Background: an optimization exercise with open tools, aiming at small area, a short achievable clock period and few clock cycles per item. Do not read the settings as production practice. Where RTL was checked, it was by simulation tests only, not by an equivalence proof against the original. Function not checked in runs 1 and 2: the RTL went through the layout flow alone.

==> flow/design.v (outline; a module is shown in full before it is edited, if it fits) <==
// module mdct_resonator_bank: 154 lines
// module mrb_lane: 101 lines
// module mrb_fa: 10 lines
// module mrb_ha: 9 lines
// module mrb_csa: 1463 lines
module mdct_resonator_bank #(
    parameter int DW   = 32,
    parameter int CW   = 16,
    parameter int FRAC = 14,
    parameter int NCH  = 4,
    parameter int SAT  = 1,
    parameter int LW   = 16,
    localparam int CHW = (NCH > 1) ? $clog2(NCH) : 1
) (
    input  logic              clk_in,
    input  logic              rst_sys,
    input  logic              start,
    input  logic              abort,
    input  logic [LW-1:0]     frame_len,
    input  logic [NCH*CW-1:0] coef,
    input  logic [DW-1:0]     init_s1,
    input  logic [DW-1:0]     init_s2,
    input  logic              s_valid,
    output logic              s_ready,
    input  logic [DW-1:0]     s_data,
    output logic              m_valid,
    input  logic              m_ready,
    output logic [DW-1:0]     m_data,
    output logic [CHW-1:0]    m_chan,
    output logic              m_last,
    output logic              busy,
    output logic              done
);
  // ...
==> flow/flow/run.sh <==
#!/bin/bash
# Own layout flow: the standard flow (standard.sh) with two changes.
# 1. After the standard synthesis (unchanged), fapol.py removes the inverters
#    that adder extraction left between full-adder cells, by choosing which
#    full adders compute on complemented signals (a full adder is self-dual).
#    Registers and ports are untouched; the logic function is the same.
# 2. repair_timing is asked for a larger setup margin, so that the layout is
#    timed tighter than the 13 ns constraint demands, and the ports get plain
#    buffers. The SDC is not changed.
set -euo pipefail
source flow/params.sh
R=$PWD/orfs/results/sky130hd/mdct_resonator_bank/base
bash standard.sh synth > synth.log 2>&1
cp $R/1_2_yosys.v $R/1_2_yosys.std.v
python3 flow/fapol.py $R/1_2_yosys.std.v $R/1_2_yosys.fapol.v > fapol.log 2>&1
cp $R/1_2_yosys.fapol.v $R/1_2_yosys.v
rm -f $R/1_synth.odb $R/1_synth.sdc
bash standard.sh SETUP_SLACK_MARGIN=$MARGIN "BUFFER_PORTS_ARGS=-buffer_cell $PORTBUF" finish > standard.log 2>&1
==> flow/flow/fapol.py <==
#!/usr/bin/env python3
"""Inverter clean-up around full adders in a flat gate-level netlist.

Yosys's adder extraction leaves inverters between full-adder cells (a full
adder is extracted with inverted inputs or outputs depending on how the
preceding mapping happened to build it). A full adder is self-dual:
FA(~a, ~b, ~c) = (~s, ~co), so each full adder may instead compute on
complemented inputs and deliver complemented outputs. This script chooses,
by local search, which full adders to complement so that as few signals as
possible need an inverter, then rewires the netlist: each signal gets at
most one inverter, XOR/XNOR loads absorb a polarity change by swapping
XOR2 <-> XNOR2, and the old inverters are removed. Registers, ports and all
other cells are left as they are; the logic function is unchanged.

usage: fapol.py in.v out.v
"""
import re
import sys

OUTPINS = {"X", "Y", "Q", "Q_N", "SUM", "COUT", "HI", "LO"}
INV_RE = re.compile(r"^sky130_fd_sc_hd__(inv|clkinv)_\d+$")
FA_RE = re.compile(r"^sky130_fd_sc_hd__fa_\d+$")
XOR_SWAP = {}
for n in ("1", "2", "4"):
    XOR_SWAP["sky130_fd_sc_hd__xor2_" + n] = "sky130_fd_sc_hd__xnor2_" + n
    XOR_SWAP["sky130_fd_sc_hd__xnor2_" + n] = "sky130_fd_sc_hd__xor2_" + n

src = open(sys.argv[1]).read()
blk_re = re.compile(r"^  (sky130_fd_sc_hd__\w+) (\S+)(\s+)\(\n(.*?)\n  \);\n", re.M | re.S)
pin_re = re.compile(r"^    \.(\w+)\((.*)\),?$", re.M)

insts = []
for m in blk_re.finditer(src):
    pins = pin_re.findall(m.group(4))
    insts.append({"type": m.group(1), "name": m.group(2) + m.group(3), "pins": [list(p) for p in pins],
                  "span": (m.start(), m.end())})

ncells = len(re.findall(r"^  sky130_fd_sc_hd__\w+ ", src, re.M))
assert ncells == len(insts), (ncells, len(insts))

def key(net):
    return net.strip()

driver = {}
loads = {}
for i, ins in enumerate(insts):
    for k, (p, n) in enumerate(ins["pins"]):
        n = key(n)
        if p in OUTPINS:
            driver[n] = (i, k)
        else:
            loads.setdefault(n, []).append((i, k))

# nets that are module ports: never re-polarised, and never stripped
hdr = src[:insts[0]["span"][0]] if insts else src
portnames = set()
for m in re.finditer(r"^\s*(input|output|inout)\s+(\[\d+:\d+\]\s+)?(\S+);", hdr, re.M):
    portnames.add(m.group(3))

def is_port(n):
    return n.split("[")[0] in portnames

def is_inv(i):
    return INV_RE.match(insts[i]["type"]) is not None

def root_of(n):
    par = 0
    seen = 0
    while n in driver and is_inv(driver[n][0]) and seen < 16:
        i, _ = driver[n]
        a = [key(x) for p, x in insts[i]["pins"] if p == "A"][0]
        n = a
        par ^= 1
        seen += 1
    return n, par

# consumers of each root: (inst, pinidx, parity, kind)  kind: fa / xor / fixed
cons = {}
frozen = set()
inv_insts = set()
for i, ins in enumerate(insts):
    if is_inv(i):
        inv_insts.add(i)
        continue
    for k, (p, n) in enumerate(ins["pins"]):
        if p in OUTPINS:
            continue
        n = key(n)
        r, par = root_of(n)
        if FA_RE.match(ins["type"]) and p in ("A", "B", "CIN"):
            kind = "fa"
        elif ins["type"] in XOR_SWAP and p in ("A", "B"):
            kind = "xor"
        else:
            kind = "fixed"
        cons.setdefault(r, []).append((i, k, par, kind))
# inverter outputs that are ports are fixed consumers we cannot rewire: freeze
for i in inv_insts:
    y = [key(x) for p, x in insts[i]["pins"] if p == "Y"][0]
    if is_port(y):
        r, _ = root_of(y)
        frozen.add(r)

fa_list = [i for i, ins in enumerate(insts) if FA_RE.match(ins["type"])]
xd_list = [i for i, ins in enumerate(insts) if ins["type"] in XOR_SWAP]
flip = {i: 0 for i in fa_list + xd_list}
root_fa = {}   # root net -> flippable cell driving it
for i in fa_list:
    for p, n in insts[i]["pins"]:
        if p in ("SUM", "COUT"):
            root_fa[key(n)] = i
for i in xd_list:
    for p, n in insts[i]["pins"]:
        if p in ("X", "Y"):
            root_fa[key(n)] = i

def q(r):
    i = root_fa.get(r)
    return flip[i] if i is not None else 0

def cost(r):
    if r not in cons:
        return 0
    qr = q(r)
    for (i, k, par, kind) in cons[r]:
        if kind == "xor":
            continue
        need = par ^ (flip[i] if kind == "fa" else 0)
        if need != qr:
            return 1
    return 0

def touched(f):
    rs = set()
    isfa = FA_RE.match(insts[f]["type"]) is not None
    for p, n in insts[f]["pins"]:
        n = key(n)
        if p in OUTPINS:
            rs.add(n)
        elif isfa and p in ("A", "B", "CIN"):
            rs.add(root_of(n)[0])
    return rs

def can_flip(f):
    isfa = FA_RE.match(insts[f]["type"]) is not None
    for p, n in insts[f]["pins"]:
        if p in OUTPINS and (key(n) in frozen or is_port(key(n))):
            return False
        if isfa and p in ("A", "B", "CIN") and root_of(key(n))[0] in frozen:
            return False
    return True

import random
rng = random.Random(1)
nodes = [f for f in fa_list + xd_list if can_flip(f)]
touch = {f: touched(f) for f in nodes}
before = sum(cost(r) for r in cons)

def greedy():
    for it in range(100):
        changed = 0
        order = nodes[:]
        rng.shuffle(order)
        for f in order:
            rs = touch[f]
            c0 = sum(cost(r) for r in rs)
            flip[f] ^= 1
            c1 = sum(cost(r) for r in rs)
            if c1 < c0 or (c1 == c0 and rng.random() < 0.3):
                changed += c1 < c0
            else:
                flip[f] ^= 1
        if not changed:
            break

greedy()
best = sum(cost(r) for r in cons)
best_flip = dict(flip)
for rnd in range(300):
    for f in rng.sample(nodes, max(1, len(nodes) // 50)):
        flip[f] ^= 1
    greedy()
    c = sum(cost(r) for r in cons)
    if c <= best:
        best = c
        best_flip = dict(flip)
    else:
        flip.update(best_flip)
flip.update(best_flip)
after = sum(cost(r) for r in cons)

# rewrite
newinv = {}
extra = []
wires = []
def inv_net(r, rnet_text):
    if r not in newinv:
        k = len(newinv)
        nn = "fapol_n%d" % k
        newinv[r] = nn
        wires.append("  wire %s;\n" % nn)
        extra.append("  sky130_fd_sc_hd__inv_1 fapol_i%d (\n    .A(%s),\n    .Y(%s)\n  );\n" % (k, rnet_text, nn))
    return newinv[r]

# original text of each root net (keep escaped-name spacing)
rtext = {}
for i, ins in enumerate(insts):
    for p, n in ins["pins"]:
        rtext.setdefault(key(n), n)

xor_mis = {}
for i in xd_list:
    if flip[i]:
        xor_mis[i] = 1
for r, lst in cons.items():
    if r in frozen:
        continue
    qr = q(r)
    for (i, k, par, kind) in lst:
        p = insts[i]["pins"][k][0]
        if kind == "xor":
            if par != qr:
                xor_mis[i] = xor_mis.get(i, 0) ^ 1
            insts[i]["pins"][k][1] = rtext[r]
            continue
        need = par ^ (flip[i] if kind == "fa" else 0)
        if need == qr:
            insts[i]["pins"][k][1] = rtext[r]
        else:
            insts[i]["pins"][k][1] = inv_net(r, rtext[r])
for i, m in xor_mis.items():
    if m:
        t = insts[i]["type"]
        insts[i]["type"] = XOR_SWAP[t]
        # xor2 drives X, xnor2 drives Y
        for pn in insts[i]["pins"]:
            if pn[0] in ("X", "Y"):
                pn[0] = "Y" if "xnor2" in XOR_SWAP[t] else "X"

# old inverters: drop those whose output no longer has a load
used = set()
for i, ins in enumerate(insts):
    if i in inv_insts:
        continue
    for p, n in ins["pins"]:
        if p not in OUTPINS:
            used.add(key(n))
changed_inv = True
drop = set()
while changed_inv:
    changed_inv = False
    used2 = set(used)
    for i in inv_insts - drop:
        a = [key(x) for p, x in insts[i]["pins"] if p == "A"][0]
        used2.add(a)
    for i in inv_insts - drop:
        y = [key(x) for p, x in insts[i]["pins"] if p == "Y"][0]
        if y not in used2 and not is_port(y):
            drop.add(i)
            changed_inv = True

out = []
pos = 0
for i, ins in enumerate(insts):
    s, e = ins["span"]
    out.append(src[pos:s])
    pos = e
    if i in drop:
        continue
    body = ",\n".join("    .%s(%s)" % (p, n) for p, n in ins["pins"])
    out.append("  %s %s(\n%s\n  );\n" % (ins["type"], ins["name"], body))
tail = src[pos:]
j = tail.rindex("endmodule")
out.append(tail[:j] + "".join(extra) + tail[j:])
text = "".join(out)
# declare new wires right after the module header
h = text.index(");\n") + 3
text = text[:h] + "".join(wires) + text[h:]
open(sys.argv[2], "w").write(text)
sys.stderr.write("fapol: %d full adders, %d flipped, signals needing an inverter %d -> %d, "
                 "inverters removed %d, added %d\n"
                 % (len(fa_list), sum(flip.values()), before, after, len(drop), len(newinv)))
==> flow/flow/params.sh <==
MARGIN=8.6
PORTBUF=sky130_fd_sc_hd__buf_1
==> flow/standard.sh <==
#!/bin/bash
# synth_recipe.tcl (not shown) runs the flow's synth.tcl, then flattens the netlist and writes it again
# the make line also repeats each setting of config.mk as NAME=value (left out here)
make -C /OpenROAD-flow-scripts/flow DESIGN_CONFIG=/design/flow/config.mk WORK_HOME=/design/flow/orfs CLKGATE_MAP_FILE= SYNTH_SCRIPT=/design/flow/synth_recipe.tcl "${@:-finish}"
==> flow/config.mk <==
export PLATFORM = sky130hd
export DESIGN_NAME = mdct_resonator_bank
export DESIGN_NICKNAME = mdct_resonator_bank
export VERILOG_FILES = /design/flow/design.v
export SDC_FILE = /design/flow/constraint.sdc
export NUM_CORES = 4
export LEC_CHECK = 0
export CAP_MARGIN = 20
export CORE_MARGIN = 2
export CORE_UTILIZATION = 70
export CTS_BUF_LIST = sky130_fd_sc_hd__clkbuf_4 sky130_fd_sc_hd__clkbuf_8
export SLEW_MARGIN = 20
==> flow/constraint.sdc <==
create_clock -name core_clock -period 13.0 [get_ports {clk_in}]
set_input_delay 2.6000 -clock core_clock [delete_from_list [all_inputs] [get_ports {clk_in}]]
set_output_delay 2.6000 -clock core_clock [all_outputs]
set_load 0.01 [all_outputs]
==> impl_metrics.json, run 1 <==
{
  "outcome": "no timing/DRC/antenna violations",
  "cp_slowest_cell": "fa_1",
  "crit_chain": "fa_1 > a211oi_1 > o311a_1 > o21ai_1 > o2111ai_1 > nand3_2 > mux2i_2 > buf_6 > inv_1 > nor2_4 > a21oi_1",
  "cts.reportedPaths.clkPinSlew_ns": 0.06,
  "worstSetupPathType": "register to register",
  "dp_slack_ns": 7.81,
  "min_path_type": "register to register",
  "die_x_um": 255,
  "portBuffers": 220,
  "cpPeakStageDelay_ns": 0.55,
  "clock-skew-final_ns": 0.0460,
  "wl_um": 135000,
  "dieArea_um2": 65000,
  "die_h_um": 255,
  "holdWs_ns": 0.592,
  "multi_input_area_share_pct": 60.5,
  "n_antenna_cell": 3,
  "wl_met2_um": 61700,
  "min_period_over_period_pct": 32.9,
  "clock_sinks": 477,
  "synth-warning-count": 4,
  "grt.overflow.total": 0,
  "final_common_cell": "fa_1",
  "cap_violations": 0,
  "clock_latency_ns": 0.72,
  "seq_share_pct": 28.4
}
==> run 2: changes to the inputs <==
==> flow/flow/params.sh (replaced) <==
MARGIN=9.3
PORTBUF=sky130_fd_sc_hd__buf_1
==> run 2 against run 1 <==
  * Count of clock-buffer cells in the layout increased by 4
  * Highest routed layer unchanged
  * Core utilization increased by 5.2 points
  * Synthesized cell count unchanged
  * Final area increased by 6.8%
  * Worst hold slack got worse by 0.0033 ns
  * Sequential share of layout area decreased by 1.6 points
  * Non-clock buffer count increased by 171
  * Area after synthesis unchanged
  * Cell count increased by 3.5%
==> impl_metrics.json, run 2 <==
{
  "reg2reg_slack_ns": 9.16,
  "clock-skew-final_ns": 0.0601,
  "worstSetupPathType": "input pin to register",
  "wl_per_cell_um": 28.4,
  "rr_endpoint": "u_l0.pcin_q$_DFFE_PP_",
  "rows": 92,
  "ctsHoldBuffers": 0,
  "clock_sinks": 477,
  "r2r_cells": 11,
  "syn_area_um2": 44100,
  "dp_slack_ns": 7.97,
  "dr.pass1.iters": 10,
  "fin_tns_setup_ns": 0,
  "finish.utilization_pct": 80.6,
  "fmax_mhz": 251,
  "start_util_pct": 70.4,
  "wl_um": 146000,
  "worstPathMaxFanout": 8,
  "worst_pin_slew_ns": 1.16,
  "grt.total_usage_pct": 44.5,
  "rr_startpoint": "u_l0.r1[12]$_DFFE_PP_",
  "holdWs_ns": 0.589,
  "fin_cells": 5135,
  "slew_headroom_pct": 23.0,
  "portBuffers": 220,
  "syn_to_final_growth_pct": 14.5,
  "setup_viol": 0,
  "vias_per_cell": 6.99,
  "cp-start-kind": "input pin",
  "htreeDepth": 3,
  "drc": 0,
  "core_area_um2": 62600,
  "dp.cells": 4788,
  "cts.reportedPaths.clkPinSlew_ns": 0.06,
  "ios": 221,
  "grt.overflow.total": 0,
  "min_path_type": "register to register",
  "grt_pass1_wl_um": 215000,
  "hold_violations": 0,
  "drt_iter0_drc": 5225,
  "dieArea_um2": 65000,
  "cap_violations": 0,
  "hpwl_um": 95400,
  "cts_tree": "yes",
  "outcome": "no timing/DRC/antenna violations",
  "die_h_um": 255,
  "grt_pass1_vias": 36400,
  "nets": 5081,
  "synth_cells": 4018,
  "synth-warning-count": 4,
  "final_common_cell": "xnor2_1",
  "cp.arrival_ns": 4.56,
  "required_ns": 13.57,
  "grt_start_max_net_pins": 97,
  "layout_common_cells": "498 x xnor2_1, 496 x fa_1, 479 x a22oi_1",
  "min_from": "u_l1.d1[2]$_DFFE_PP_",
  "clockBufferDepth": 3,
  "design_area_um2": 50500,
  "postRouteAntennaNets": 0,
  "vias": 35900,
  "die_x_um": 255,
  "period_minus_slack_ns": 3.99,
  "antenna_found_initial": 4,
  "fin_ws_ns": 9.01,
  "placed_cell_area_um2": 45300,
  "min_period_over_period_pct": 30.7,
  "gp_congestion": 1.00,
  "clock_latency_ns": 0.74,
  "cts_buffers": 86,
  "cp-end-kind": "register",
  "rsz0062_at_grt": "yes",
  "hold_path_end": "u_l1.nd2[2]$_DFFE_PP_",
  "cts-root-buf": "clkbuf_8",
  "slew_violations": 0,
  "holdPathStages": 1,
  "drive_gt1_share_pct": 17.1,
  "synth.avg_cell_area_um2": 11.0
}
==> run 2: repair_timing <==
action                                  CTS  global route
endpoints found under the setup margin  235           225
pin swaps                                40            80
gates resized for setup                 212           180
gates cloned                              9             3
setup buffers                           112            60
==> run 2: cell type report <==
| class | count | area (µm²) |
|---|---|---|
| timing repair buffer | 489 | 3950 |
| antenna | 2 | 5.00 |
| clock buffer | 134 | 1630 |
| multi-input combinational | 2979 | 29400 |
| inverter | 181 | 688 |
| fill | 3862 | 12100 |
| clock inverter | 27 | 184 |
| tap | 846 | 1060 |
| sequential | 477 | 13500 |
==> run 2: critical path, cell delays in order <==
cell and delay (ns):
buf_12 0.11, nand2_8 0.08, nor2_4 0.05, xor2_2 0.20
nor2_4 0.26, buf_6 0.14, buf_6 0.09, buf_12 0.15
mux2_4 0.32, nand2_2 0.07, o21ai_2 0.06, a221oi_2 0.28
a21oi_1 0.13
==> run 2: how the worst max path moves through the flow <==
stage	start	endpoint	slack (ns)	cells past startpoint
5_1_grt	u_l0.r1[12]$_DFFE_PP_	u_l0.pcin_q$_DFFE_PP_	8.99	11
3_5_place_dp	m_ready	m_data[22]$_DFF_P_	7.97	11
6_report	m_ready	m_data[30]$_DFF_P_	9.01	13
2_1_floorplan	m_ready	m_data[10]$_DFF_P_	8.81	10
3_3_place_gp	m_ready	m_data[19]$_DFF_P_	8.07	11
4_1_cts	u_l0.neg[4]$_DFF_P_	u_l0.pcin_q$_DFFE_PP_	8.89	10
==> run 2: per-layer routing <==
layer	part of all wire [%]	wire, µm	GRT usage, %
met1	33	48300	57.2
met2	45	65300	67.4
met3	14	20500	12.2
met4	8.1	11800	27.5
met5	0.015	22	0
==> module mdct_resonator_bank, before the edit <==
module mdct_resonator_bank #(
    parameter int DW   = 32,
    parameter int CW   = 16,
    parameter int FRAC = 14,
    parameter int NCH  = 4,
    parameter int SAT  = 1,
    parameter int LW   = 16,
    localparam int CHW = (NCH > 1) ? $clog2(NCH) : 1
) (
    input  logic              clk_in,
    input  logic              rst_sys,
    input  logic              start,
    input  logic              abort,
    input  logic [LW-1:0]     frame_len,
    input  logic [NCH*CW-1:0] coef,
    input  logic [DW-1:0]     init_s1,
    input  logic [DW-1:0]     init_s2,
    input  logic              s_valid,
    output logic              s_ready,
    input  logic [DW-1:0]     s_data,
    output logic              m_valid,
    input  logic              m_ready,
    output logic [DW-1:0]     m_data,
    output logic [CHW-1:0]    m_chan,
    output logic              m_last,
    output logic              busy,
    output logic              done
);
    localparam logic [2:0] S_IDLE  = 3'd0;
    localparam logic [2:0] S_P0F   = 3'd1;
    localparam logic [2:0] S_P0    = 3'd2;
    localparam logic [2:0] S_WAIT  = 3'd3;
    localparam logic [2:0] S_P1    = 3'd4;
    localparam logic [2:0] S_FLUSH = 3'd5;
    localparam logic [2:0] S_DRAIN = 3'd6;
    localparam logic [2:0] S_WAITF = 3'd7;
    logic [2:0]  state, state_nx;
    logic [15:0] cnt;
    logic        lastf;
    logic        zlen;
    logic [1:0]  rix, rix_nx;
    logic        take_s, take_m, lastf_nx;
    assign lastf_nx = take_s ? (cnt == 16'd1) : lastf;
    logic        st_idle, st_p0f, st_p0, st_wait, st_p1, st_flush, st_drain, st_waitf;
    assign st_idle  = (state == S_IDLE);
    assign st_p0f   = (state == S_P0F);
    assign st_p0    = (state == S_P0);
    assign st_wait  = (state == S_WAIT);
    assign st_p1    = (state == S_P1);
    assign st_flush = (state == S_FLUSH);
    assign st_drain = (state == S_DRAIN);
    assign st_waitf = (state == S_WAITF);
    assign take_s = s_ready & s_valid & ~abort;
    assign take_m = m_valid & m_ready & ~abort;
    logic        adv, ld_y, nxt_b, idle_q, flush_q, drain_q, xen;
    always_ff @(posedge clk_in or posedge rst_sys) begin
        if (rst_sys) begin
            adv     <= 1'b0;
            ld_y    <= 1'b0;
            nxt_b   <= 1'b0;
            idle_q  <= 1'b1;
            flush_q <= 1'b0;
            drain_q <= 1'b0;
        end else begin
            adv     <= (state_nx == S_P0F) || (state_nx == S_P0) || (state_nx == S_P1) || (state_nx == S_FLUSH);
            ld_y    <= (state_nx == S_P0) || (state_nx == S_P1) || (state_nx == S_FLUSH);
            nxt_b   <= (state_nx == S_P0F) || (state_nx == S_P0);
            idle_q  <= (state_nx == S_IDLE);
            flush_q <= (state_nx == S_FLUSH);
            drain_q <= (state_nx == S_DRAIN);
        end
    end
    always_ff @(posedge clk_in)
        xen <= (state_nx == S_WAITF) || (state_nx == S_WAIT) || ((state_nx == S_P1) && !lastf_nx);
    logic signed [31:0] x_reg;
    always_ff @(posedge clk_in) begin
        if (xen)
            x_reg <= s_data;
    end
    logic [31:0] y0, y1, r1_0, r1_1, d1_0, d1_1;
    mrb_lane u_l0 (
        .clk(clk_in), .rst(rst_sys), .idle(idle_q), .adv(adv), .ld_y(ld_y), .nxt_b(nxt_b),
        .ca(coef[15:0]), .cb(coef[31:16]), .init_s1(init_s1), .init_s2(init_s2),
        .x(x_reg), .y(y0), .r1(r1_0), .d1(d1_0)
    );
    mrb_lane u_l1 (
        .clk(clk_in), .rst(rst_sys), .idle(idle_q), .adv(adv), .ld_y(ld_y), .nxt_b(nxt_b),
        .ca(coef[47:32]), .cb(coef[63:48]), .init_s1(init_s1), .init_s2(init_s2),
        .x(x_reg), .y(y1), .r1(r1_1), .d1(d1_1)
    );
    always_comb begin
        state_nx = state;
        rix_nx   = rix;
        case (state)
            S_IDLE:  if (start) state_nx = (frame_len == 16'd0) ? S_DRAIN : S_WAITF;
            S_WAITF: if (s_valid) state_nx = S_P0F;
            S_P0F,
            S_P0:    state_nx = S_P1;
            S_WAIT:  if (s_valid) state_nx = S_P0;
            S_P1:    state_nx = lastf ? S_FLUSH : (s_valid ? S_P0 : S_WAIT);
            S_FLUSH: state_nx = S_DRAIN;
            S_DRAIN: if (m_ready && rix == 2'd3) state_nx = S_IDLE;
            default: state_nx = S_IDLE;
        endcase
        if (st_idle || st_p1)
            rix_nx = 2'd0;
        else if (m_ready && (st_flush || st_drain))
            rix_nx = rix + 2'd1;
        if (abort)
            state_nx = S_IDLE;
    end
    always_ff @(posedge clk_in or posedge rst_sys) begin
        if (rst_sys) begin
            state   <= S_IDLE;
            s_ready <= 1'b0;
            m_valid <= 1'b0;
            busy    <= 1'b0;
            done    <= 1'b0;
        end else begin
            state   <= state_nx;
            s_ready <= (state_nx == S_WAITF) || (state_nx == S_WAIT) || ((state_nx == S_P1) && !lastf_nx);
            m_valid <= (state_nx == S_FLUSH) || (state_nx == S_DRAIN);
            busy    <= (state_nx != S_IDLE);
            done    <= st_drain && take_m && (rix == 2'd3);
        end
    end
    always_ff @(posedge clk_in) begin
        rix    <= rix_nx;
        m_chan <= rix_nx;
        m_last <= (rix_nx == 2'd3);
        lastf <= lastf_nx;
        if (idle_q) begin
            cnt  <= frame_len;
            zlen <= (frame_len == 16'd0);
        end else if (take_s) begin
            cnt  <= cnt - 16'd1;
        end
    end
    always_ff @(posedge clk_in) begin
        if (idle_q)
            m_data <= init_s1;
        else if (drain_q) begin
            case (rix_nx)
                2'd0:    m_data <= zlen ? r1_0 : d1_0;
                2'd1:    m_data <= r1_0;
                2'd2:    m_data <= zlen ? r1_1 : d1_1;
                default: m_data <= r1_1;
            endcase
        end else if (flush_q && !m_ready)
            m_data <= r1_0;
        else
            m_data <= y0;
    end
endmodule
==> module mrb_lane, before the edit <==
module mrb_lane (
    input  logic        clk,
    input  logic        rst,
    input  logic        idle,
    input  logic        adv,
    input  logic        ld_y,
    input  logic        nxt_b,
    input  logic [15:0] ca,
    input  logic [15:0] cb,
    input  logic [31:0] init_s1,
    input  logic [31:0] init_s2,
    input  logic [31:0] x,
    output logic [31:0] y,
    output logic [31:0] r1,
    output logic [31:0] d1
);
    logic [31:0] nd2;    
    logic [7:0]  one, two, neg;
    logic [33:0] ps, pc, ps_q, pc_q;
    logic        pcin, pcin_q;
    logic [15:0] cn;
    logic [16:0] cx;
    assign cn = nxt_b ? cb : ca;
    assign cx = {cn, 1'b0};
    logic [7:0] one_d, two_d, neg_d;
    always_ff @(posedge clk) begin
        for (int j = 0; j < 8; j++) begin
            one[j] <= cx[2*j+1] ^ cx[2*j];
            two[j] <= (cx[2*j+2] & ~cx[2*j+1] & ~cx[2*j]) | (~cx[2*j+2] & cx[2*j+1] & cx[2*j]);
            neg[j] <= cx[2*j+2];
        end
    end
    always_ff @(posedge clk or posedge rst) begin
        if (rst) begin
            one_d <= '0;
            two_d <= '0;
            neg_d <= '0;
        end else begin
            for (int j = 0; j < 8; j++) begin
                one_d[j] <= cx[2*j+1] ^ cx[2*j];
                two_d[j] <= (cx[2*j+2] & ~cx[2*j+1] & ~cx[2*j]) | (~cx[2*j+2] & cx[2*j+1] & cx[2*j]);
                neg_d[j] <= cx[2*j+2];
            end
        end
    end
    mrb_csa u_csa (.s1(r1), .ns2(nd2), .x(x), .one(one), .two(two), .neg(neg), .one_d(one_d), .two_d(two_d), .neg_d(neg_d),
                   .ps(ps), .pc(pc), .pcin(pcin));
    always_ff @(posedge clk) begin
        if (adv) begin
            ps_q   <= ps;
            pc_q   <= pc;
            pcin_q <= pcin;
        end
    end
    logic [33:0] p, g, c, yf;
    logic [33:0] gp [0:6];
    logic [33:0] pp [0:6];
    assign p = ps_q ^ pc_q;
    assign g = ps_q & pc_q;
    assign gp[0] = {g[33:1], g[0] | (p[0] & pcin_q)};
    assign pp[0] = p;
    for (genvar k = 0; k < 6; k++) begin : g_ks
        for (genvar i = 0; i < 34; i++) begin : g_b
            if (i >= (1 << k)) begin : g_m
                assign gp[k+1][i] = gp[k][i] | (pp[k][i] & gp[k][i - (1 << k)]);
                assign pp[k+1][i] = pp[k][i] & pp[k][i - (1 << k)];
            end else begin : g_t
                assign gp[k+1][i] = gp[k][i];
                assign pp[k+1][i] = pp[k][i];
            end
        end
    end
    assign c  = {gp[6][32:0], pcin_q};
    assign yf = p ^ c;
    logic [2:0] t0, t1;
    logic       ov0, ov1, ovf, sgn;
    assign t0  = {p[33] ^ (g[32] | (p[32] & g[31])), p[32] ^ g[31], p[31]};
    assign t1  = {p[33] ^ (g[32] | (p[32] & (g[31] | p[31]))), p[32] ^ (g[31] | p[31]), ~p[31]};
    assign ov0 = (t0 != 3'b000) && (t0 != 3'b111);
    assign ov1 = (t1 != 3'b000) && (t1 != 3'b111);
    assign ovf = c[31] ? ov1 : ov0;
    assign sgn = c[31] ? t1[2] : t0[2];
    always_comb begin
        if (!ovf)
            y = yf[31:0];
        else
            y = sgn ? 32'h80000000 : 32'h7fffffff;
    end
    always_ff @(posedge clk) begin
        if (idle) begin
            r1 <= init_s1;
            d1 <= init_s2;
            nd2 <= ~init_s2;
        end else if (adv) begin
            if (ld_y)
                r1 <= y;
            d1 <= r1;
            nd2 <= ~d1;
        end
    end
endmodule
==> run 3: changes to the inputs <==
--- a/flow/design.v
+++ b/flow/design.v
@@ -53,5 +53,5 @@
     assign take_s = s_ready & s_valid & ~abort;
     assign take_m = m_valid & m_ready & ~abort;
-    logic        adv, ld_y, nxt_b, idle_q, flush_q, drain_q, xen;
+    logic        adv, ld_y, nxt_b, idle_q, flush_q, drain_q, xen, ld_r1, hold_r1;
     always_ff @(posedge clk_in or posedge rst_sys) begin
         if (rst_sys) begin
@@ -62,5 +62,9 @@
             flush_q <= 1'b0;
             drain_q <= 1'b0;
+            ld_r1   <= 1'b0;
+            hold_r1 <= 1'b0;
         end else begin
+            ld_r1   <= (state_nx == S_P0) || (state_nx == S_P1) || (state_nx == S_FLUSH);
+            hold_r1 <= !((state_nx == S_P0) || (state_nx == S_P1) || (state_nx == S_FLUSH) || (state_nx == S_IDLE));
             adv     <= (state_nx == S_P0F) || (state_nx == S_P0) || (state_nx == S_P1) || (state_nx == S_FLUSH);
             ld_y    <= (state_nx == S_P0) || (state_nx == S_P1) || (state_nx == S_FLUSH);
@@ -80,10 +84,10 @@
     logic [31:0] y0, y1, r1_0, r1_1, d1_0, d1_1;
     mrb_lane u_l0 (
-        .clk(clk_in), .rst(rst_sys), .idle(idle_q), .adv(adv), .ld_y(ld_y), .nxt_b(nxt_b),
+        .clk(clk_in), .rst(rst_sys), .idle(idle_q), .adv(adv), .ld_y(ld_y), .ld_r1(ld_r1), .hold_r1(hold_r1), .nxt_b(nxt_b),
         .ca(coef[15:0]), .cb(coef[31:16]), .init_s1(init_s1), .init_s2(init_s2),
         .x(x_reg), .y(y0), .r1(r1_0), .d1(d1_0)
     );
     mrb_lane u_l1 (
-        .clk(clk_in), .rst(rst_sys), .idle(idle_q), .adv(adv), .ld_y(ld_y), .nxt_b(nxt_b),
+        .clk(clk_in), .rst(rst_sys), .idle(idle_q), .adv(adv), .ld_y(ld_y), .ld_r1(ld_r1), .hold_r1(hold_r1), .nxt_b(nxt_b),
         .ca(coef[47:32]), .cb(coef[63:48]), .init_s1(init_s1), .init_s2(init_s2),
         .x(x_reg), .y(y1), .r1(r1_1), .d1(d1_1)
@@ -159,4 +163,6 @@
     input  logic        adv,
     input  logic        ld_y,
+    input  logic        ld_r1,
+    input  logic        hold_r1,
     input  logic        nxt_b,
     input  logic [15:0] ca,
@@ -243,14 +249,13 @@
     always_ff @(posedge clk) begin
         if (idle) begin
-            r1 <= init_s1;
             d1 <= init_s2;
             nd2 <= ~init_s2;
         end else if (adv) begin
-            if (ld_y)
-                r1 <= y;
             d1 <= r1;
             nd2 <= ~d1;
         end
     end
+    always_ff @(posedge clk)
+        r1 <= ({32{idle}} & init_s1) | ({32{ld_r1}} & y) | ({32{hold_r1}} & r1);
 endmodule
 module mrb_fa (
==> flow/flow/params.sh (replaced) <==
MARGIN=9.0
PORTBUF=sky130_fd_sc_hd__buf_1
==> run 3 against run 2 <==
  * Flip-flop and latch count rose by 1
  * Wire length is 6.1% lower
  * Register-to-register slack got worse by 0.10 ns
  * Via count shrank 3.6%
  * Critical path type unchanged
  * Critical endpoint is now m_data[14]$_DFF_P_
  * Highest routed layer unchanged
==> impl_metrics.json, run 3 <==
{
  "dieArea_um2": 64300,
  "nets": 4873,
  "worst_pin_slew_ns": 1.22,
  "postRouteAntennaNets": 0,
  "setup_viol": 0,
  "core_area_um2": 61600,
  "layout_common_cells": "514 x a22oi_1, 510 x fa_1, 507 x xnor2_1",
  "rsz0062_at_grt": "yes",
  "worstSetupPathType": "input pin to register",
  "required_ns": 13.58,
  "hpwl_um": 96800,
  "die_x_um": 254,
  "dp.cells": 4747,
  "start_util_pct": 70.8,
  "rr_endpoint": "u_l1.pcin_q$_DFFE_PP_",
  "slew_headroom_pct": 18.7,
  "cts_buffers": 83,
  "outcome": "no timing/DRC/antenna violations",
  "placed_cell_area_um2": 44700,
  "cp_slowest_cell": "nor2_1",
  "cp_top_family": "simple AND/OR/NAND/NOR gates",
  "finish.utilization_pct": 76.1,
  "vias_per_cell": 7.04,
  "synth-warning-count": 4,
  "clockBufferDepth": 3,
  "drt_iter0_drc": 4870,
  "drive_gt1_share_pct": 9.13,
  "wl_um": 137000,
  "grt.overflow.total": 0,
  "hold_path_end": "done$_DFF_PP0_",
  "fmax_mhz": 244,
  "cts.reportedPaths.clkPinSlew_ns": 0.06,
  "path_buf_inv": 2,
  "die_h_um": 254,
  "reg2reg_slack_ns": 9.06,
  "r2r_cells": 10,
  "dr.pass1.iters": 10,
  "grt_pass1_vias": 35600,
  "cpPeakStageDelay_ns": 0.95,
  "ios": 221,
  "clock-skew-final_ns": 0.0638,
  "vias": 34600,
  "holdPathStages": 2,
  "grt.total_usage_pct": 43.3,
  "portBuffers": 220,
  "rr_startpoint": "u_l1.r1[4]$_DFF_P_",
  "fin_cells": 4915,
  "period_minus_slack_ns": 4.09,
  "synth_cells": 4001,
  "clock_sinks": 478,
  "hold_violations": 0,
  "gp_congestion": 1.00,
  "syn_area_um2": 43600,
  "cp.arrival_ns": 4.68,
  "cp-end-kind": "register",
  "min_from": "m_valid$_DFF_PP0_",
  "worstPathMaxFanout": 25,
  "synth.avg_cell_area_um2": 10.9,
  "final_common_cell": "a22oi_1",
  "slew_violations": 0,
  "min_path_type": "register to register",
  "cts-root-buf": "clkbuf_8",
  "crit_chain": "clkbuf_4 > nand2b_1 > buf_4 > nor2_1 > a22oi_1 > o2111ai_1",
  "design_area_um2": 46900,
  "fin_tns_setup_ns": 0,
  "antenna_found_initial": 9,
  "rows": 91,
  "drc": 0,
  "cts_tree": "yes",
  "grt_start_max_net_pins": 88,
  "wl_per_cell_um": 27.9,
  "min_period_over_period_pct": 31.5,
  "cp-start-kind": "input pin",
  "holdWs_ns": 0.553,
  "cap_violations": 0,
  "htreeDepth": 3,
  "grt_pass1_wl_um": 209000,
  "syn_to_final_growth_pct": 7.58,
  "ctsHoldBuffers": 0,
  "clock_latency_ns": 0.73
}
[run 3: how the worst max path moves through the flow]
stage,start,endpoint,cells after the start
floorplan,m_ready,m_data[10]$_DFF_P_,9
global placement,m_ready,m_data[31]$_DFF_P_,10
detailed placement,m_ready,m_data[31]$_DFF_P_,10
CTS,u_l1.pcin_q$_DFFE_PP_,u_l1.r1[24]$_DFF_P_,12
global route,m_ready,m_data[14]$_DFF_P_,6
finish,m_ready,m_data[14]$_DFF_P_,6
[run 3: per-layer routing]
metal	share of wire [%]	global-route usage, %
met1	35	56.8
met2	45	66.7
met3	12	9.40
met4	7.3	25.6
met5	0.029	0
[run 3: metrics by stage]
| stage | setup WS, ns |
|---|---|
| after detailed placement | 7.72 |
| after global routing | 8.89 |
| final | 8.91 |
| after global placement | 7.76 |
| after CTS | 8.98 |
| after floorplan | 8.85 |
[run 3: repair_timing]
| action | in CTS | in global routing |
|---|---|---|
| buffers inserted | 2 | 5 |
| setup endpoints to repair | 160 | 105 |
| hold endpoints to repair | 0 | 0 |
| resized for setup | 44 | 43 |
| cloned | 2 | 1 |
| pin swaps | 1 | 6 |
[run 3: worst register-to-register path, delay by kind of cell (launching register included)]
family          cells  cell delay [ns]
compound gates      4             0.74
flops               1             0.88
xor+xnor            1             0.20
simple gates        1             0.11
fa+ha+maj           4             1.78
[run 3: layout make-up]
| type | count | area, µm² |
|---|---|---|
| Tap cell | 837 | 1050 |
| Fill cell | 4165 | 14700 |
| Multi-Input combinational cell | 2953 | 28800 |
| Inverter | 177 | 669 |
| Timing Repair Buffer | 313 | 1700 |
| Clock inverter | 25 | 224 |
| Sequential cell | 478 | 12900 |
| Clock buffer | 128 | 1520 |
| Antenna cell | 4 | 10.0 |
Testbench counts of run 3, summed over its fixed seeds: cycles 9,680, samples 4,452.
==> run 4: changes to the inputs <==
==> flow/flow/params.sh (replaced) <==
MARGIN=9.15
PORTBUF=sky130_fd_sc_hd__buf_1
==> run 4 against run 3 <==
  * Still clean on timing, DRC and antenna
  * First-iteration DRC count grew 10%
  * Fmax increased by 5.1%
  * Clock skew is 0.0011 ns lower
  * Synthesized cell count unchanged
  * Wire length rose by 2.9%
  * Sequential share of layout area fell by 0.48 points
  * Area after synthesis unchanged
  * Global-route usage rose by 0.32 points
  * Cell count increased by 0.87%
  * Critical path type unchanged
==> impl_metrics.json, run 4 <==
{
  "grt_start_max_net_pins": 196,
  "ios": 221,
  "rows": 91,
  "die_x_um": 254,
  "r2r_cells": 9,
  "fin_ws_ns": 9.11,
  "grt_pass1_wl_um": 210000,
  "core_area_um2": 61600,
  "drt_iter0_drc": 5370,
  "worstPathMaxFanout": 5,
  "synth-warning-count": 4,
  "clockBufferDepth": 3,
  "worst_pin_slew_ns": 1.19,
  "setup_viol": 0,
  "holdWs_ns": 0.530,
  "rr_endpoint": "u_l0.pc_q[11]$_DFFE_PP_",
  "fin_tns_setup_ns": 0,
  "clock_latency_ns": 0.73,
  "cp-start-kind": "input pin",
  "clock_sinks": 478,
  "gp_congestion": 1.00,
  "final_common_cell": "fa_1",
  "synth.avg_cell_area_um2": 10.9,
  "worstSetupPathType": "input pin to register",
  "slew_headroom_pct": 20.4,
  "period_minus_slack_ns": 3.89,
  "min_path_type": "register to register",
  "cts_buffers": 86,
  "htreeDepth": 3,
  "grt_pass1_vias": 35800,
  "rsz0062_at_grt": "yes",
  "rr_startpoint": "u_l0.one[0]$_DFF_P_",
  "hold_violations": 0,
  "cap_violations": 0,
  "synth_cells": 4001,
  "vias": 35100,
  "dr.pass1.iters": 9,
  "min_from": "u_l1.r1[11]$_DFF_P_",
  "wl_um": 141000,
  "required_ns": 13.55,
  "start_util_pct": 70.8,
  "hpwl_um": 96200,
  "layout_common_cells": "510 x fa_1, 506 x a22oi_1, 502 x xnor2_1",
  "syn_area_um2": 43600,
  "cts-root-buf": "clkbuf_8",
  "cp.arrival_ns": 4.44,
  "die_h_um": 254,
  "critPathLaunch": "m_ready",
  "antenna_found_initial": 9,
  "holdPathStages": 2,
  "outcome": "no timing/DRC/antenna violations",
  "drive_gt1_share_pct": 12.2,
  "postRouteAntennaNets": 0,
  "portBuffers": 220,
  "cts_tree": "yes",
  "cp-end-kind": "register",
  "hold_path_end": "u_l1.r1[11]$_DFF_P_",
  "slew_violations": 0,
  "clock-skew-final_ns": 0.0627,
  "fmax_mhz": 257,
  "grt.total_usage_pct": 43.6,
  "cts.reportedPaths.clkPinSlew_ns": 0.07,
  "vias_per_cell": 7.08,
  "nets": 4912,
  "grt.overflow.total": 0,
  "min_period_over_period_pct": 29.9,
  "drc": 0,
  "dieArea_um2": 64300,
  "wl_per_cell_um": 28.4,
  "dp_slack_ns": 7.69,
  "ctsHoldBuffers": 0,
  "syn_to_final_growth_pct": 10.3,
  "reg2reg_slack_ns": 9.18
}
run 4: per-stage QoR:
step                      instance area [µm²]  util, %  cells
after floorplan                         43800        -   4001
after global placement                  44700     72.6   4744
after detailed placement                44700     72.6   4744
after CTS                               47100     76.5   4918
after global routing                    48100     78.0   4954
final                                   48100     78.0   4958
run 4: timing repair:
action,in CTS,in global routing
cloned,6,12
gates resized for setup,149,126
setup buffers,9,23
pin swaps,9,18
setup endpoints to repair,211,127
run 4: cell type report:
class                      count  area [µm²]
sequential                   478       13000
antenna                        5        12.5
clock buffer                 133        1590
clock inverter                26         235
tap                          837        1050
fill                        3953       13500
timing repair buffer         347        2460
inverter                     177         684
multi-input combinational   2955       29100
run 4: worst max-delay path by stage:
stage | endpoint | cells after the start
3_3_place_gp | m_data[31]$_DFF_P_ | 10
3_5_place_dp | m_data[31]$_DFF_P_ | 10
2_1_floorplan | m_data[10]$_DFF_P_ | 9
4_1_cts | m_data[31]$_DFF_P_ | 10
6_report | m_data[5]$_DFF_P_ | 11
5_1_grt | u_l0.pc_q[20]$_DFFE_PP_ | 8
run 4: per-layer routing:
layer  part of all wire [%]  GRT usage (%)  up-vias
met4                    7.1           25.3        6
li1                       -              -    14300
met3                     14           10.2      668
met2                     44           66.1     2986
met5                  0.028              0        -
met1                     34           57.8    17100
run 4: critical path: stages:
cell and delay [ns]:
buf_6 0.12, nand2_8 0.07, a21oi_4 0.05, o22ai_4 0.21
nor2_4 0.08, nor2_4 0.22, buf_12 0.15, clkbuf_16 0.16
mux4_2 0.51, a22oi_2 0.15, o2111ai_2 0.12
==> run 5: changes to the inputs <==
--- a/flow/flow/run.sh
+++ b/flow/flow/run.sh
@@ -16,3 +16,3 @@
 cp $R/1_2_yosys.fapol.v $R/1_2_yosys.v
 rm -f $R/1_synth.odb $R/1_synth.sdc
-bash standard.sh SETUP_SLACK_MARGIN=$MARGIN "BUFFER_PORTS_ARGS=-buffer_cell $PORTBUF" finish > standard.log 2>&1
+bash standard.sh SETUP_SLACK_MARGIN=$MARGIN "BUFFER_PORTS_ARGS=-buffer_cell $PORTBUF" $EXTRA finish > standard.log 2>&1
==> flow/flow/params.sh (replaced) <==
MARGIN=9.15
PORTBUF=sky130_fd_sc_hd__buf_1
EXTRA="REMOVE_ABC_BUFFERS=1"
==> run 5 against run 4 <==
  * Clock skew rose by 0.0014 ns
  * Via count fell by 0.76%
  * Wire length fell by 1.9%
  * Cell count rose by 0.22%
  * Non-clock buffer count rose by 12
  * Area after synthesis did not move
  * Critical path type unchanged
==> impl_metrics.json, run 5 <==
{
  "grt_pass1_vias": 35300,
  "min_from": "u_l0.r1[18]$_DFF_P_",
  "min_path_type": "register to register",
  "cpPeakStageDelay_ns": 0.32,
  "cts.reportedPaths.clkPinSlew_ns": 0.06,
  "slew_violations": 0,
  "hpwl_um": 93500,
  "design_area_um2": 48100,
  "cp-end-kind": "register",
  "setup_viol": 0,
  "drive_gt1_share_pct": 12.0,
  "gp_congestion": 0.976,
  "dp_slack_ns": 7.61,
  "placed_cell_area_um2": 44700,
  "vias": 34800,
  "die_x_um": 254,
  "clock-skew-final_ns": 0.0641,
  "required_ns": 13.63,
  "htreeDepth": 3,
  "num-fill-cells": 3985,
  "ios": 221,
  "synth-warning-count": 4,
  "nets": 4922,
  "core_area_um2": 61600,
  "worstPathMaxFanout": 4,
  "dr.pass1.iters": 8,
  "crit_chain": "buf_8 > nand2_4 > or2_4 > a21o_1 > o221ai_2 > buf_6 > clkinvlp_4 > buf_6 > buf_16 > o211ai_1 > nand2_1 > a221o_1 > a21oi_1",
  "vias_per_cell": 7.01,
  "grt.overflow.total": 0,
  "rows": 91,
  "synth.avg_cell_area_um2": 10.9,
  "rsz0062_at_grt": "yes",
  "syn_area_um2": 43600,
  "die_h_um": 254,
  "grt.total_usage_pct": 42.9,
  "rr_startpoint": "u_l1.r1[27]$_DFF_P_",
  "min_period_over_period_pct": 31.0,
  "cp.arrival_ns": 4.65,
  "outcome": "no timing/DRC/antenna violations",
  "postRouteAntennaNets": 0,
  "cts-root-buf": "clkbuf_8",
  "wl_um": 138000,
  "cts_tree": "yes",
  "cap_violations": 0,
  "drc": 0,
  "grt_pass1_wl_um": 207000,
  "period_minus_slack_ns": 4.03,
  "grt_start_max_net_pins": 213,
  "layout_common_cells": "508 x fa_1, 506 x a22oi_1, 504 x xnor2_1",
  "cp_top_family": "buffers and inverters",
  "synth_cells": 4001,
  "clock_latency_ns": 0.73,
  "fin_tns_setup_ns": 0,
  "worst_pin_slew_ns": 1.17,
  "worstSetupPathType": "input pin to register",
  "drt_iter0_drc": 4947,
  "critPathLaunch": "m_ready",
  "reg2reg_slack_ns": 9.11,
  "clockBufferDepth": 3,
  "portBuffers": 220,
  "antenna_found_initial": 8,
  "syn_to_final_growth_pct": 10.3,
  "cp-start-kind": "input pin",
  "clock_sinks": 478,
  "dieArea_um2": 64300,
  "ctsHoldBuffers": 0,
  "cp_slowest_cell": "a221o_1",
  "fmax_mhz": 248,
  "path_buf_inv": 5,
  "final_common_cell": "fa_1",
  "wl_per_cell_um": 27.8,
  "hold_violations": 0,
  "start_util_pct": 70.8,
  "cp_common_cell": "buf_6",
  "slew_headroom_pct": 22.1,
  "cts_buffers": 84,
  "fin_ws_ns": 8.97
}
## run 5: worst paths after layout
| check | endpoint | cells after the start |
|---|---|---|
| worst max-delay path | m_data[1]$_DFF_P_ | 13 |
| worst max register to register | u_l1.pc_q[15]$_DFFE_PP_ | 7 |
| max in group asynchronous | adv$_DFF_PP0_ | 2 |
| worst min-delay path | u_l0.r1[18]$_DFF_P_ | 2 |
| worst min register to register | u_l0.r1[18]$_DFF_P_ | 2 |
| min in group asynchronous | flush_q$_DFF_PP0_ | 2 |
## run 5: repair_timing
action,CTS,global route
pin swaps,12,29
cloned,10,8
resized for setup,153,118
endpoints found under the setup margin,185,122
buffers inserted,20,10
## run 5: worst reg2reg max path, delay by kind of cell (launching register included)
kind	cells	cell delay (ns)
AOI/OAI and AO/OA	1	0.22
xor gates and xnor gates	1	0.19
adders and majority gates	5	2.42
DFF	1	0.76
## run 5: per-stage QoR
| stage | util (%) | cells | hold WS [ns] |
|---|---|---|---|
| finish | 78.1 | 4969 | 0.539 |
| global route | 78.0 | 4964 | 0.583 |
| CTS | 76.9 | 4945 | 0.537 |
| detailed placement | 72.6 | 4758 | 0.522 |
| global placement | 72.6 | 4758 | 0.513 |
| floorplan | - | 3607 | 0.496 |
## run 5: area by class of cell
class	count	area [µm²]	share of cell area, %
Antenna cell	6	15.0	0.0312
Clock buffer	127	1590	3.31
Clock inverter	30	209	0.435
Inverter	177	668	1.39
Multi-Input combinational cell	2953	29000	60.3
Sequential cell	478	12900	26.9
Tap cell	837	1050	2.18
Timing Repair Buffer	359	2600	5.41
Timing Repair inverter	2	15.0	0.0312
## run 5: layer usage
layer	routed length (µm)	up-vias	part of all wire, %	global-route usage (%)
li1	-	14300	-	-
met1	47200	17000	34	56.1
met2	62100	2865	45	66.3
met3	19700	633	14	10.4
met4	9240	8	6.7	23.8
met5	48	-	0.035	0
==> run 6: changes to the inputs <==
--- a/flow/flow/run.sh
+++ b/flow/flow/run.sh
@@ -16,3 +16,3 @@
 cp $R/1_2_yosys.fapol.v $R/1_2_yosys.v
 rm -f $R/1_synth.odb $R/1_synth.sdc
-bash standard.sh SETUP_SLACK_MARGIN=$MARGIN "BUFFER_PORTS_ARGS=-buffer_cell $PORTBUF" $EXTRA finish > standard.log 2>&1
+bash standard.sh SETUP_SLACK_MARGIN=$MARGIN "BUFFER_PORTS_ARGS=-buffer_cell $PORTBUF" finish > standard.log 2>&1
==> flow/flow/params.sh (replaced) <==
MARGIN=9.25
PORTBUF=sky130_fd_sc_hd__buf_1
--- a/flow/config.mk
+++ b/flow/config.mk
@@ -9,4 +9,6 @@
 export CORE_MARGIN = 2
 export CORE_UTILIZATION = 70
-export CTS_BUF_LIST = sky130_fd_sc_hd__clkbuf_4 sky130_fd_sc_hd__clkbuf_8
+export CTS_BUF_LIST = sky130_fd_sc_hd__clkbuf_8 sky130_fd_sc_hd__clkbuf_16
+export CTS_CLUSTER_DIAMETER = 80
+export CTS_CLUSTER_SIZE = 20
 export SLEW_MARGIN = 20
==> run 6 against run 5 <==
  * First-iteration DRC count is 5.1% higher
  * Sequential share of layout area increased by 0.31 points
  * Cell count decreased by 1.9%
  * Fmax grew 1.6%
  * Synthesized cell count stayed put
  * Register-to-register slack improved by 0.14 ns
  * Flip-flop and latch count stayed put
  * Count of clock-buffer cells in the layout down 95
==> impl_metrics.json, run 6 <==
{
  "clock_sinks": 478,
  "grt_start_max_net_pins": 230,
  "cp-start-kind": "input pin",
  "ctsHoldBuffers": 0,
  "cp-end-kind": "register",
  "cp.arrival_ns": 4.49,
  "vias_per_cell": 7.19,
  "core_area_um2": 61600,
  "synth_cells": 4001,
  "hpwl_um": 97600,
  "cts.reportedPaths.clkPinSlew_ns": 0.09,
  "min_period_over_period_pct": 30.5,
  "postRouteAntennaNets": 0,
  "dp_slack_ns": 7.64,
  "finish.utilization_pct": 77.7,
  "slew_violations": 0,
  "syn_area_um2": 43600,
  "die_x_um": 254,
  "clock_latency_ns": 0.64,
  "worstSetupPathType": "input pin to register",
  "hold_violations": 0,
  "start_util_pct": 70.8,
  "vias": 35000,
  "die_h_um": 254,
  "dr.pass1.iters": 12,
  "period_minus_slack_ns": 3.97,
  "rows": 91,
  "rsz0062_at_grt": "yes",
  "min_path_type": "register to register",
  "wl_per_cell_um": 29.3,
  "synth-warning-count": 4,
  "drc": 0,
  "layout_common_cells": "504 x fa_1, 500 x xnor2_1, 493 x a22oi_1",
  "drive_gt1_share_pct": 11.5,
  "portBuffers": 220,
  "outcome": "no timing/DRC/antenna violations",
  "cts-root-buf": "clkbuf_16",
  "dieArea_um2": 64300,
  "clockBufferDepth": 3,
  "cts_tree": "yes",
  "antenna_found_initial": 5,
  "fin_ws_ns": 9.03,
  "cap_violations": 0,
  "ios": 221,
  "num-fill-cells": 3990,
  "syn_to_final_growth_pct": 9.77,
  "worst_pin_slew_ns": 1.12,
  "wl_um": 143000,
  "nets": 4878,
  "fin_tns_setup_ns": 0,
  "final_common_cell": "fa_1",
  "fmax_mhz": 252,
  "drt_iter0_drc": 5200,
  "required_ns": 13.53,
  "grt_pass1_vias": 35700,
  "grt.total_usage_pct": 44.3,
  "grt_pass1_wl_um": 213000,
  "setup_viol": 0,
  "worstPathMaxFanout": 5,
  "clock-skew-final_ns": 0.0306,
  "dp.cells": 4749,
  "htreeDepth": 1,
  "synth.avg_cell_area_um2": 10.9,
  "gp_congestion": 0.991,
  "fin_cells": 4876,
  "slew_headroom_pct": 25.4,
  "grt.overflow.total": 0,
  "cts_buffers": 31
}
[run 6: changes by cell type in the layout (fill, tap and decap cells not counted), moves of 10 or more]
cell / delta
clkbuf_16: +26
clkbuf_8: -100
a22oi_1: -13
dfxtp_1: -18
clkbuf_4: -25
inv_1: +11
clkinv_2: -10
clkinv_1: -10
buf_6: +14
a22oi_2: +13
dfxtp_4: +25
[run 6: critical path: stages]
cell,delay [ns]
buf_12,0.11
nand2_8,0.07
a21oi_4,0.05
o22ai_4,0.24
nor2_4,0.07
nor2_4,0.16
buf_6,0.13
buf_12,0.13
mux4_2,0.50
nand2_1,0.08
o21ai_1,0.07
mux2_2,0.27
[run 6: final cells by class]
type	count	area (µm²)	share of cell area, %
flip-flops and latches	478	13000	27.2
multi-input cells	2954	29200	61.1
diodes	3	7.51	0.0157
clock inverters	26	189	0.395
clock buffers	32	790	1.65
repair buffers	369	2860	5.99
inverters	177	684	1.43
well taps	837	1050	2.19
[run 6: worst paths after layout]
kind	endpoint	from	slack (ns)	cells past startpoint
setup / recovery	m_data[31]$_DFF_P_	m_ready	9.03	12
hold / removal	u_l1.r1[21]$_DFF_P_	u_l1.r1[21]$_DFF_P_	0.56	2
hold reg to reg	u_l1.r1[21]$_DFF_P_	u_l1.r1[21]$_DFF_P_	0.56	2
max in group asynchronous	adv$_DFF_PP0_	rst_sys	10.68	2
setup reg to reg	u_l0.pcin_q$_DFFE_PP_	u_l0.one[1]$_DFF_P_	9.25	13
min in group asynchronous	busy$_DFF_PP0_	rst_sys	1.95	2
[run 6: metrics by stage]
stage	instance area (µm²)	hold WS (ns)
6_report	47800	0.565
5_1_grt	47800	0.593
4_1_cts	47200	0.569
3_5_place_dp	44800	0.554
3_3_place_gp	44800	0.533
2_1_floorplan	43800	0.496
[run 6: timing repair]
action	4_1_cts	5_1_grt
cloned	17	2
buffers inserted	34	13
setup endpoints to repair	221	162
gates resized for setup	238	136
pin swaps	38	45
[run 6: metal layers]
layer	vias up	routed length, µm	GRT usage (%)
met1	17300	48600	58.2
met5	-	36	0
met2	2864	64600	68.4
li1	14200	-	-
met4	6	10500	25.2
met3	702	19000	10.0
==> run 7: changes to the inputs <==
==> flow/flow/params.sh (replaced) <==
MARGIN=9.1
PORTBUF=sky130_fd_sc_hd__buf_1
==> run 7 against run 6 <==
  * Register-to-register slack worse by 0.12 ns
  * Critical path depth is the same
  * Count of clock-buffer cells in the layout rose by 6
  * Die area unchanged
  * Wire length fell by 2.6%
  * Global-route usage is 1.1 points lower
  * Core utilization decreased by 1.2 points
  * Critical endpoint is now m_data[28]$_DFF_P_
==> impl_metrics.json, run 7 <==
{
  "dr.pass1.iters": 11,
  "cp.arrival_ns": 4.53,
  "min_path_type": "register to register",
  "syn_to_final_growth_pct": 8.12,
  "setup_viol": 0,
  "grt_pass1_wl_um": 208000,
  "layout_common_cells": "509 x fa_1, 506 x a22oi_1, 506 x xnor2_1",
  "worst_pin_slew_ns": 1.22,
  "outcome": "no timing/DRC/antenna violations",
  "cpPeakStageDelay_ns": 0.32,
  "hpwl_um": 97000,
  "min_from": "m_valid$_DFF_PP0_",
  "cp-start-kind": "input pin",
  "core_area_um2": 61600,
  "worstPathMaxFanout": 12,
  "synth-warning-count": 4,
  "htreeDepth": 2,
  "holdPathStages": 2,
  "portBuffers": 220,
  "cp-end-kind": "register",
  "ios": 221,
  "grt_start_max_net_pins": 95,
  "min_period_over_period_pct": 30.7,
  "wl_um": 139000,
  "rr_endpoint": "u_l0.pc_q[20]$_DFFE_PP_",
  "fin_ws_ns": 9.01,
  "ctsHoldBuffers": 0,
  "drc": 0,
  "drt_iter0_drc": 5231,
  "start_util_pct": 70.8,
  "grt_pass1_vias": 35100,
  "synth.avg_cell_area_um2": 10.9,
  "hold_violations": 0,
  "clockBufferDepth": 3,
  "cts_tree": "yes",
  "rsz0062_at_grt": "yes",
  "required_ns": 13.54,
  "antenna_found_initial": 9,
  "fmax_mhz": 251,
  "cp_slowest_cell": "buf_4",
  "final_common_cell": "fa_1",
  "cts-root-buf": "clkbuf_16",
  "design_area_um2": 47100,
  "die_x_um": 254,
  "dieArea_um2": 64300,
  "slew_headroom_pct": 18.7,
  "rows": 91,
  "gp_congestion": 0.984,
  "drive_gt1_share_pct": 8.92,
  "rr_startpoint": "u_l0.two[0]$_DFF_P_",
  "vias": 34700,
  "reg2reg_slack_ns": 9.13,
  "synth_cells": 4001,
  "period_minus_slack_ns": 3.99,
  "holdWs_ns": 0.545,
  "cts_buffers": 36,
  "placed_cell_area_um2": 44800,
  "fin_tns_setup_ns": 0,
  "worstSetupPathType": "input pin to register",
  "postRouteAntennaNets": 0,
  "vias_per_cell": 7.14,
  "dp_slack_ns": 7.39,
  "wl_per_cell_um": 28.6,
  "clock_sinks": 478,
  "r2r_cells": 9,
  "clock-skew-final_ns": 0.0389,
  "cap_violations": 0,
  "grt.overflow.total": 0,
  "die_h_um": 254,
  "grt.total_usage_pct": 43.3,
  "crit_chain": "buf_12 > nand2_8 > buf_4 > or2_4 > a21o_1 > o221ai_4 > buf_4 > nand2_1 > a21oi_2 > a221oi_2 > o21ai_1 > a211o_1",
  "syn_area_um2": 43600,
  "nets": 4862,
  "clock_latency_ns": 0.60,
  "slew_violations": 0,
  "cts.reportedPaths.clkPinSlew_ns": 0.09,
  "hold_path_end": "done$_DFF_PP0_",
  "cp_common_cell": "buf_4"
}
## run 7: worst max-delay path: cells and delay by family
kind | cells | cell delay (ns)
simple gates | 3 | 0.52
compound gates | 6 | 0.84
buf+inv | 3 | 0.57
## run 7: metal layers
layer / GRT usage [%] / vias to the layer above / wire length [µm]
met4: 23.7 / 14 / 9350
met3: 9.83 / 600 / 18200
li1: - / 14200 / -
met1: 57.5 / 17100 / 48400
met2: 66.4 / 2882 / 63000
met5: 0 / - / 87
## run 7: timing repair
item,4_1_cts,5_1_grt
resized for setup,70,94
gates cloned,8,3
setup buffers,9,23
pin swaps,10,48
setup endpoints to repair,175,112
## run 7: layout make-up
type	instances	area, µm²
multi-input combinational	2953	29100
antenna	2	5.00
inverter	177	672
sequential	478	12900
timing repair buffer	349	2180
clock buffer	38	951
tap	837	1050
clock inverter	28	259
fill	4089	14500
## run 7: worst max path at each step
stage,start,to,slack [ns],cells past startpoint
2_1_floorplan,m_ready,m_data[10]$_DFF_P_,8.85,9
3_3_place_gp,m_ready,m_data[31]$_DFF_P_,7.43,9
3_5_place_dp,m_ready,m_data[31]$_DFF_P_,7.39,9
4_1_cts,m_ready,m_data[12]$_DFF_P_,9.06,13
5_1_grt,m_ready,m_data[24]$_DFF_P_,8.94,12
6_report,m_ready,m_data[28]$_DFF_P_,9.01,12
## run 7: stage by stage
step	instances	utilization, %
global route	4860	76.5
detailed placement	4751	72.6
floorplan	4001	-
CTS	4834	75.4
global placement	4751	72.6
finish	4862	76.5
==> run 8: changes to the inputs <==
==> flow/flow/params.sh (replaced) <==
MARGIN=9.15
PORTBUF=sky130_fd_sc_hd__buf_1
==> run 8 against run 7 <==
  * Highest routed layer unchanged
  * Flip-flop and latch count did not move
  * Register-to-register slack improved by 0.04 ns
  * Sequential share of layout area rose by 0.10 points
==> impl_metrics.json, run 8 <==
{
  "outcome": "no timing/DRC/antenna violations",
  "synth.avg_cell_area_um2": 10.9,
  "grt_pass1_vias": 35200,
  "fin_tns_setup_ns": 0,
  "drive_gt1_share_pct": 8.87,
  "min_path_type": "register to register",
  "gp_congestion": 1.00,
  "min_period_over_period_pct": 30.2,
  "fmax_mhz": 255,
  "cts_buffers": 34,
  "drc": 0,
  "grt.overflow.total": 0,
  "cp-start-kind": "input pin",
  "antenna_found_initial": 8,
  "postRouteAntennaNets": 0,
  "hold_violations": 0,
  "setup_viol": 0,
  "cap_violations": 0,
  "rows": 91,
  "critPathLaunch": "m_ready",
  "required_ns": 13.47,
  "cts.reportedPaths.clkPinSlew_ns": 0.09,
  "vias_per_cell": 7.14,
  "clockBufferDepth": 3,
  "synth-warning-count": 4,
  "period_minus_slack_ns": 3.93,
  "wl_per_cell_um": 28.8,
  "cts_tree": "yes",
  "cp.arrival_ns": 4.39,
  "multi_input_area_um2": 29100,
  "grt_start_max_net_pins": 196,
  "syn_to_final_growth_pct": 8.12,
  "cp-end-kind": "register",
  "ios": 221,
  "htreeDepth": 2,
  "r2r_cells": 7,
  "grt_pass1_wl_um": 208000,
  "wl_um": 140000,
  "slew_headroom_pct": 19.7,
  "cts-root-buf": "clkbuf_16",
  "regArea_um2": 12900,
  "clock_latency_ns": 0.59,
  "nets": 4857,
  "drt_iter0_drc": 4740,
  "ctsHoldBuffers": 0,
  "start_util_pct": 70.8,
  "grt.total_usage_pct": 43.2,
  "slew_violations": 0,
  "die_h_um": 254,
  "vias": 34600,
  "synth_cells": 4001,
  "final_common_cell": "fa_1",
  "worstSetupPathType": "input pin to register",
  "min_from": "m_valid$_DFF_PP0_",
  "dp.cells": 4744,
  "portBuffers": 220,
  "core_area_um2": 61600,
  "syn_area_um2": 43600,
  "dr.pass1.iters": 8,
  "layout_common_cells": "510 x fa_1, 505 x xnor2_1, 503 x a22oi_1",
  "num-fill-cells": 4092,
  "worstPathMaxFanout": 5,
  "worst_pin_slew_ns": 1.20,
  "fin_cells": 4853,
  "dieArea_um2": 64300,
  "rr_startpoint": "u_l0.r1[28]$_DFF_P_",
  "die_x_um": 254
}
==> run 8: cell count changes in the layout (fill, tap and decap cells not counted), moves of 4 or more <==
| cell | delta |
|---|---|
| buf_4 | -23 |
| dfxtp_4 | +14 |
| clkbuf_16 | +4 |
| nand2_4 | -4 |
| buf_6 | +7 |
| nand2_1 | +4 |
| a221oi_1 | +4 |
| a221oi_2 | -4 |
| dfxtp_1 | -11 |
| buf_12 | +9 |
==> run 8: area by class of cell <==
class	count	share of cell area, %
flip-flops and latches	478	27.4
repair buffers	344	4.91
inverters	177	1.43
diodes	2	0.0106
well taps	837	2.22
clock buffers	37	1.92
multi-input cells	2955	61.7
clock inverters	23	0.369
==> run 8: through the flow <==
| stage | util, % | setup slack (ns) | area [µm²] | hold slack, ns |
|---|---|---|---|---|
| 3_3_place_gp | 72.6 | 7.77 | 44700 | 0.521 |
| 3_5_place_dp | 72.6 | 7.69 | 44700 | 0.525 |
| 6_report | 76.5 | 9.07 | 47100 | 0.544 |
| 4_1_cts | 75.3 | 9.09 | 46400 | 0.543 |
| 2_1_floorplan | - | 8.85 | 43800 | 0.496 |
| 5_1_grt | 76.5 | 9.01 | 47100 | 0.558 |
==> run 8: path summary, 6_finish.rpt <==
check | to | slack, ns
worst max-delay path | m_data[25]$_DFF_P_ | 9.07
worst min-delay path | done$_DFF_PP0_ | 0.54
worst max register to register | u_l0.pc_q[15]$_DFFE_PP_ | 9.17
worst min register to register | done$_DFF_PP0_ | 0.54
max in group asynchronous | adv$_DFF_PP0_ | 10.63
min in group asynchronous | state[1]$_DFF_PP0_ | 2.00
==> run 8: worst max-delay path, stage by stage <==
cell	delay, ns
buf_12	0.11
nand2_8	0.07
a21oi_4	0.05
o22ai_4	0.23
nor2_4	0.06
nor2_4	0.17
buf_12	0.16
buf_12	0.14
buf_4	0.12
mux4_2	0.49
a22oi_2	0.13
nand2_1	0.07
==> run 8: what timing repair did <==
action,4_1_cts,5_1_grt
endpoints found under the hold margin,0,0
cloned,5,14
setup endpoints to repair,184,121
pin swaps,13,30
gates resized for setup,101,101
buffers inserted,16,12
==> run 8: routing by layer <==
metal  up-vias  share of wire [%]  track usage (%)
met3       619                 14             8.75
met4        18                6.9             25.0
met5         -               0.13                0
met2      2869                 45             65.7
met1     17000                 34             58.0
li1      14100                  -                -

[re-timing with driven ports]
In the flow no input, the clock included, has a driving cell. The finished layouts below were timed again as built, in two steps. Step 1, drivers: a clkbuf_16 drives clk_in and a buf_2 each remaining input, both assumed. Step 2 adds t to the input delays and takes it off the output delays; t is the mean of the earliest and latest rising clock arrival at the registers after step 1. Input paths then give back, and output paths get back, about the clock's delay inside the block. Slacks: ideal ports / drivers / drivers and shift; pairs: ideal ports / drivers.
run | t (ns) | setup slack, ns | slew at the worst register clock pin (ns)
run 1 | 0.767 | 8.718 / 8.718 / 8.038 | 0.09 / 0.09
run 2 | 0.776 | 9.012 / 9.027 / 8.251 | 0.09 / 0.09
run 3 | 0.765 | 8.908 / 8.954 / 8.189 | 0.08 / 0.08
run 4 | 0.770 | 9.107 / 9.066 / 8.370 | 0.07 / 0.07
run 5 | 0.770 | 8.972 / 8.985 / 8.216 | 0.07 / 0.07
run 6 | 0.698 | 9.035 / 9.043 / 8.345 | 0.09 / 0.09
run 7 | 0.645 | 9.009 / 9.008 / 8.364 | 0.09 / 0.09
run 8 | 0.640 | 9.071 / 9.092 / 8.452 | 0.09 / 0.09
After both steps every run listed still meets setup and hold. For run 2, which loses most, drivers alone change the setup slack by +0.015 ns; drivers and shift together by -0.761 ns.
